Source: an optimization exercise on an open RTL-to-GDS flow (aim: small area). Production flows keep margins and buffers that such runs may drop. Where RTL was checked, it was by simulation tests only, not by an equivalence proof against the original. Power figures rest on the tool's default switching activity, not on a simulated workload.

## run a
==> flow/design.v <==
module prop_delay_meter #(
  parameter int CNT_W    = 16,
  parameter int TIMEOUT  = 1000,
  parameter int NBSLOPES = 7,
  parameter int NBCAPA   = 7
) (
  input  logic                  clk,
  input  logic                  rst,
  input  logic                  start_i,
  input  logic                  arc_i,
  input  logic [2:0]            slope_idx_i,
  input  logic [2:0]            capa_idx_i,
  input  logic                  stim_i,
  input  logic                  resp_i,
  input  logic                  rd_en_i,
  input  logic                  rd_arc_i,
  input  logic [2:0]            rd_slope_i,
  input  logic [2:0]            rd_capa_i,
  output logic                  busy_o,
  output logic                  done_o,
  output logic                  timeout_o,
  output logic                  err_o,
  output logic [CNT_W-1:0]      delay_o,
  output logic                  rd_valid_o,
  output logic [CNT_W-1:0]      rd_data_o
);
  localparam int DW = $clog2(TIMEOUT + 2);
  localparam logic [DW-1:0] TMO_LAST = DW'(TIMEOUT - 1);
  localparam logic [3:0]    NS_LIM   = 4'(NBSLOPES);
  localparam logic [3:0]    NC_LIM   = 4'(NBCAPA);
  logic [1:0]    state;
  logic          arc_q;
  logic [2:0]    slope_q;
  logic [2:0]    capa_q;
  logic          stim_base;
  logic          resp_base;
  logic [DW-1:0] cnt;         
  logic [DW-1:0] dly_q;       
  logic [DW-1:0] rdd_q;       
  logic idle, wstim, wresp, store;
  assign idle  = (state == 2'b00);
  assign wstim = (state == 2'b01);
  assign wresp = (state == 2'b10);
  assign store = (state == 2'b11);
  logic start_ok, rd_ok, stim_chg, resp_chg, tmo_hit, tmo_ev, wr_ev;
  assign start_ok = ({1'b0, slope_idx_i} < NS_LIM) && ({1'b0, capa_idx_i} < NC_LIM);
  assign rd_ok    = ({1'b0, rd_slope_i}  < NS_LIM) && ({1'b0, rd_capa_i}  < NC_LIM);
  assign stim_chg = (stim_i != stim_base);
  assign resp_chg = (resp_i != resp_base);
  assign tmo_hit  = (cnt == TMO_LAST);
  assign tmo_ev   = tmo_hit && ((wstim && !stim_chg) || (wresp && !resp_chg));
  assign wr_ev    = store || tmo_ev;
  logic [DW-1:0] wdata;
  assign wdata = cnt | {DW{tmo_ev}};
  assign busy_o    = (state != 2'b00);
  assign delay_o   = {{(CNT_W-DW){&dly_q}}, dly_q};
  assign rd_data_o = {{(CNT_W-DW){&rdd_q}}, rdd_q};
  always_ff @(posedge clk) begin
    if (rst) begin
      state      <= 2'b00;
      done_o     <= 1'b0;
      timeout_o  <= 1'b0;
      err_o      <= 1'b0;
      rd_valid_o <= 1'b0;
      dly_q      <= '0;
      rdd_q      <= '0;
    end else begin
      done_o     <= store;
      timeout_o  <= tmo_ev;
      err_o      <= (idle && start_i && !start_ok) || (rd_en_i && !rd_ok);
      rd_valid_o <= rd_en_i && rd_ok;
      if (wr_ev) dly_q <= wdata;
      if (rd_en_i && rd_ok) rdd_q <= rd_mux;
      case (state)
        2'b00: if (start_i && start_ok) state <= 2'b01;
        2'b01: if (stim_chg) state <= resp_chg ? 2'b11 : 2'b10;
               else if (tmo_hit) state <= 2'b00;
        2'b10: if (resp_chg) state <= 2'b11;
               else if (tmo_hit) state <= 2'b00;
        default: state <= 2'b00;
      endcase
    end
  end
  always_ff @(posedge clk) begin
    if (idle) begin
      arc_q     <= arc_i;
      slope_q   <= slope_idx_i;
      capa_q    <= capa_idx_i;
      stim_base <= stim_i;
    end
    if (idle || (wstim && !stim_chg)) resp_base <= resp_i;
    if (idle || (wstim && stim_chg)) cnt <= '0;
    else if (!store) cnt <= cnt + 1'b1;
  end
  logic [DW-1:0] tdata;
  assign tdata = wdata | {DW{rst}};
  logic [2*NBSLOPES-1:0] rsel;
  logic [NBCAPA-1:0]     csel;
  logic [DW-1:0]         rd_mux;
  for (genvar r = 0; r < 2 * NBSLOPES; r++) begin : g_rsel
    assign rsel[r] = (rd_arc_i == 1'(r / NBSLOPES)) && (rd_slope_i == 3'(r % NBSLOPES));
  end
  for (genvar c = 0; c < NBCAPA; c++) begin : g_csel
    assign csel[c] = (rd_capa_i == 3'(c));
  end
  logic [2*NBSLOPES*NBCAPA-1:0][DW-1:0] hit;
  for (genvar a = 0; a < 2; a++) begin : g_a
    for (genvar s = 0; s < NBSLOPES; s++) begin : g_s
      for (genvar c = 0; c < NBCAPA; c++) begin : g_c
        localparam int E = (a * NBSLOPES + s) * NBCAPA + c;
        logic [DW-1:0] q;
        logic          we;
        assign we = rst || (wr_ev && arc_q == 1'(a) && slope_q == 3'(s) && capa_q == 3'(c));
        always_ff @(posedge clk) if (we) q <= tdata;
        assign hit[E] = q & {DW{rsel[a * NBSLOPES + s] & csel[c]}};
      end
    end
  end
  always_comb begin
    rd_mux = '0;
    for (int e = 0; e < 2 * NBSLOPES * NBCAPA; e++) rd_mux = rd_mux | hit[e];
  end
endmodule
Settings: LEC_CHECK=0, CAP_MARGIN=20, CORE_MARGIN=2, CORE_UTILIZATION=40, SLEW_MARGIN=20; clock period 10.0 ns.
run.sh (not shown) runs the stock make flow with config.mk's settings and CLKGATE_MAP_FILE= SYNTH_SCRIPT=/design/flow/synth_recipe.tcl, a recipe that flattens the netlist after the stock synthesis.
Here is what was changed in the inputs of run b compared with run a.
--- a/flow/design.v
+++ b/flow/design.v
@@ -24,7 +24,14 @@
   output logic                  rd_valid_o,
   output logic [CNT_W-1:0]      rd_data_o
 );
-  localparam int DW = $clog2(TIMEOUT + 2);
+  function automatic int code_bits(input int n);
+    int b;
+    b = 1;
+    for (int i = 1; i < 31; i = i + 1)
+      if ((1 << i) < n) b = i + 1;
+    code_bits = b;
+  endfunction
+  localparam int DW = code_bits(TIMEOUT + 2);
   localparam logic [DW-1:0] TMO_LAST = DW'(TIMEOUT - 1);
   localparam logic [3:0]    NS_LIM   = 4'(NBSLOPES);
   localparam logic [3:0]    NC_LIM   = 4'(NBCAPA);
--- outcome ---
Area growth from synthesis to layout: run b vs run a identical
Run a → run b: post-route clock skew flat; simple-gate area share of the yosys netlist flat; sequential share of power flat; met2 routed wirelength flat.
Any difference in final wirelength between run a and run b is small enough to ignore.
Compared with run a, in run b sequential share of layout area has remained practically unchanged, area of the mapped netlist did not really move.
Run a -> run b: total die area delta 0, exact match
| worst endpoint required time | run b vs run a | ≈ equal |
For run a, only the layout was checked, not whether the RTL still works.

==> static timing again, ports no longer ideal <==
In the flow no input, the clock included, has a driving cell. The finished layouts below were timed again as built, in two steps. Step 1 sets driving cells, clkbuf_16 on the clock port and buf_2 on the other inputs (assumed; they add their load-dependent delay and slew). Step 2 adds t to the input delays and takes it off the output delays; t is the mean of the earliest and latest rising clock arrival at the registers after step 1. Input paths then give back, and output paths get back, about the clock's delay inside the block. a / b / c = ideal / step 1 / step 2; a / b = the first two.
| run | t, ns | setup slack, ns | worst setup path after step 2 | slew at the worst register clock pin (ns) | worst data-port slew with drivers (ns) |
|---|---|---|---|---|---|
| run a | 0.757 | 4.409 / 4.454 / 3.697 | input to register | 0.07 / 0.07 | 0.06 |
| run b | 0.757 | 4.409 / 4.454 / 3.697 | input to register | 0.07 / 0.07 | 0.06 |
After both steps setup and hold are still met in every run listed.
